Source: an optimization exercise on an open RTL-to-GDS flow (aim: small area). Production flows keep margins and buffers that such runs may drop.
Function was checked by simulation only, so behaviour that the tests miss may differ from the original.
Power is estimated from default activity; no workload was simulated.

== run 1 ==
## tcp_offload
module tcp_offload (
    input  logic                i_clk,
    input  logic                i_reset,
    input  logic [39:0]         i_cpu_req,
    output logic [33:0]         o_cpu_rsp,
    input  logic [9:0]          i_rx,
    output logic [9:0]          o_tx
);
    logic       rst;
    logic       rx_v, rx_l;
    logic [7:0] rx_d;
    logic       c_req, c_wr;
    logic [5:0] c_addr;
    logic [31:0] c_wd;
    assign rst    = i_reset;
    assign rx_v   = i_rx[9];
    assign rx_d   = i_rx[8:1];
    assign rx_l   = i_rx[0];
    assign c_req  = i_cpu_req[39];
    assign c_wr   = i_cpu_req[38];
    assign c_addr = i_cpu_req[37:32];
    assign c_wd   = i_cpu_req[31:0];
    logic        st_pay_q;
    logic [1:0]  hcnt_q;         
    logic [31:0] hdr_q;
    logic        p_v_q, p_l_q, pv_q;
    logic [7:0]  p_d_q;
    always_ff @(posedge i_clk) begin
        if (rst) begin
            st_pay_q <= 1'b0;
            hcnt_q <= 2'd0;
            p_v_q <= 1'b0;
            pv_q <= 1'b0;
        end else begin
            p_v_q <= st_pay_q & rx_v;
            pv_q <= st_pay_q & rx_v & hcnt_q[0];
            if (rx_v) begin
                if (!st_pay_q) begin
                    if (rx_l) begin
                        hcnt_q <= 2'd0;
                    end else if (hcnt_q == 2'd3) begin
                        hcnt_q <= 2'd1;
                        st_pay_q <= 1'b1;
                    end else begin
                        hcnt_q <= hcnt_q + 2'd1;
                    end
                end else begin
                    hcnt_q <= 2'd0;
                    if (rx_l) st_pay_q <= 1'b0;
                end
            end
        end
    end
    always_ff @(posedge i_clk) begin
        p_d_q <= rx_d;
        p_l_q <= rx_l;
        if (rx_v && !st_pay_q) hdr_q <= {hdr_q[23:0], rx_d};
    end
    logic [3:0]       s_busy_q;      
  ...
Size: ~930 flip-flops, ~35000 um2 of cells after synthesis.
Settings: LEC_CHECK=0, CAP_MARGIN=20, CORE_MARGIN=2, CORE_UTILIZATION=40, SLEW_MARGIN=20, CTS_ARGS=-sink_clustering_enable -repair_clock_nets -dont_use_dummy_load -buf_list "sky130_fd_sc_hd__clkbuf_8" -sink_clustering_size 16 -sink_clustering_max_diameter 50, BUFFER_PORTS_ARGS=-buffer_cell sky130_fd_sc_hd__buf_1; clock period 5.0 ns.
standard.sh (not shown) runs the stock make flow with config.mk's settings and CLKGATE_MAP_FILE= SYNTH_SCRIPT=/design/flow/synth_recipe.tcl, a recipe that flattens the netlist after the stock synthesis.
==> flow/flow/run.sh <==
#!/bin/bash
cat >> config.mk <<'EOF'
export CTS_ARGS = -sink_clustering_enable -repair_clock_nets -dont_use_dummy_load -buf_list "sky130_fd_sc_hd__clkbuf_8" -sink_clustering_size 16 -sink_clustering_max_diameter 50
export BUFFER_PORTS_ARGS = -buffer_cell sky130_fd_sc_hd__buf_1
EOF
bash standard.sh > standard.log 2>&1
Run 1 completed end to end with timing, DRC and antenna clean.
--- input diff run 1..run 2 ---
- CORE_UTILIZATION: 40 -> 65
- CTS_ARGS: -sink_clustering_enable -repair_clock_nets -dont_use_dummy_load -buf_list "sky130_fd_sc_hd__clkbuf_8" -sink_clustering_size 16 -sink_clustering_max_diameter 50 -> -sink_clustering_enable -repair_clock_nets -dont_use_dummy_load -buf_list "sky130_fd_sc_hd__clkbuf_4" -sink_clustering_size 10 -sink_clustering_max_diameter 40
- PLACE_DENSITY: unset -> 0.75
==> flow/flow/run.sh <==
#!/bin/bash
cat >> config.mk <<'EOF'
export CTS_ARGS = -sink_clustering_enable -repair_clock_nets -dont_use_dummy_load -buf_list "sky130_fd_sc_hd__clkbuf_4" -sink_clustering_size 10 -sink_clustering_max_diameter 40
export BUFFER_PORTS_ARGS = -buffer_cell sky130_fd_sc_hd__buf_1
EOF
bash standard.sh > standard.log 2>&1
Notes after the runs:
- Run 2 did not stop at any stage, and its layout met the timing, DRC and antenna checks.
- Compared with run 1, run 2 shows a worst path required time that is 0.17 ns higher.
- Library cell contributing the largest single delay on the critical path = o21ai_1: run 2; library cell contributing the largest single delay on the critical path = fa_1: run 1
- Count of placed standard cells including taps for run 2: 463 down relative to run 1
- Run 2 — clock-cell share of area 1.0 points lower, run 1 as reference
- Per the comparison of run 2 with run 1, final area fell by 2.8%, synthesis-to-finish area growth decreased 3.0 points.
## Diff of input files: run 3 against run 2
- PLACE_DENSITY now 0.85, was 0.75
- CORE_UTILIZATION now 75, was 65
- CTS_ARGS now -sink_clustering_enable -repair_clock_nets -dont_use_dummy_load -buf_list "sky130_fd_sc_hd__clkbuf_8" -sink_clustering_size 16 -sink_clustering_max_diameter 50, was -sink_clustering_enable -repair_clock_nets -dont_use_dummy_load -buf_list "sky130_fd_sc_hd__clkbuf_4" -sink_clustering_size 10 -sink_clustering_max_diameter 40
==> flow/flow/run.sh <==
#!/bin/bash
cat >> config.mk <<'EOF'
export CTS_ARGS = -sink_clustering_enable -repair_clock_nets -dont_use_dummy_load -buf_list "sky130_fd_sc_hd__clkbuf_8" -sink_clustering_size 16 -sink_clustering_max_diameter 50
export BUFFER_PORTS_ARGS = -buffer_cell sky130_fd_sc_hd__buf_1
EOF
bash standard.sh > standard.log 2>&1
Results
Run 3 ran to completion and came out clean on the timing, DRC and antenna checks. [compare] base=run 2 new=run 3: flip-flop and latch count was more or less identical, setup slack went down by 0.13 ns, ratio of final minimum period to clock period went up by 2.6 points, switching share of total power went down by 0.90 points, post-route core utilization went up by 11 points. Relative to run 2, largest net degree at the start of global routing decreased by 51% in run 3. Row sum of routed wire segments on met1: run 3 lower / run 2 higher. input port to register as the path type of the worst min-delay path was reported by run 2, and register to register by run 3.
Inputs modified between run 3 and run 4:
- CORE_UTILIZATION: 75 -> 65
- PLACE_DENSITY: 0.85 -> 0.75
==> comparison <==
- Run 4: done, clean on timing, DRC and antenna
- Compared with run 3, run 4 ends up with a larger final cell area.
- Initial core utilization: run 4 < run 3
- Between run 3 and run 4, the fraction of final layout cells sized beyond drive strength 1 figures differ only marginally.
- | via count | lower: run 4 |

* * *

tcp_offload, a different RTL version from the one above (not shown whole).
Size in the first run: ~2900 cells after synthesis, ~930 flip-flops, ~40000 sq um of cells after synthesis.
Settings: LEC_CHECK=0, CAP_MARGIN=20, CORE_MARGIN=2, CORE_UTILIZATION=40, SLEW_MARGIN=20; clock period 5.0 ns.
run.sh (not shown) runs the stock make flow with config.mk's settings and CLKGATE_MAP_FILE= SYNTH_SCRIPT=/design/flow/synth_recipe.tcl, a recipe that flattens the netlist after the stock synthesis.
Stock flow here: none of the scripts above is used.
Change:
CTS_BUF_LIST = sky130_fd_sc_hd__clkbuf_2 sky130_fd_sc_hd__clkbuf_4   (was not set)
Outcome: The changed run finished with timing, DRC and antenna clean. Synthesized cell count stays the same. Sequential share of layout area climbs by 0.27 points. Global-route usage climbs by 0.32 points.

[what the ideal ports hide]
The flow's constraints put no driver on any port. The routed layouts listed below were extracted and timed again, unchanged, in two steps. Step 1: set_driving_cell puts a clkbuf_16 on i_clk and a buf_2 on each other input, an assumption about the parent block. Step 2 times the ports against the registers' clock, not the clock port: input delays grow and output delays shrink by t, the midpoint of the rising clock arrivals with the driver on. Slacks: ideal / step 1 / step 2; pairs: ideal / step 1.
run | shift t [ns] | setup slack, ns | latest minus earliest clock arrival (ns) | cell pins on the clock port's net
run 1 | 0.722 | 0.569 / 0.569 / 0.569 | 0.166 / 0.166 | 1
run 2 | 0.932 | 0.495 / 0.495 / 0.495 | 0.095 / 0.096 | 1
run 3 | 0.712 | 0.363 / 0.363 / 0.363 | 0.080 / 0.079 | 1
run 4 | 0.710 | 0.506 / 0.506 / 0.506 | 0.084 / 0.085 | 1
the first run of note 2 | 0.724 | 0.344 / 0.286 / 1.010 | 0.038 / 0.039 | 1
the second run of note 2 | 1.185 | 0.167 / 0.105 / 1.201 | 0.084 / 0.084 | 1
After both steps setup and hold are still met in every run listed.
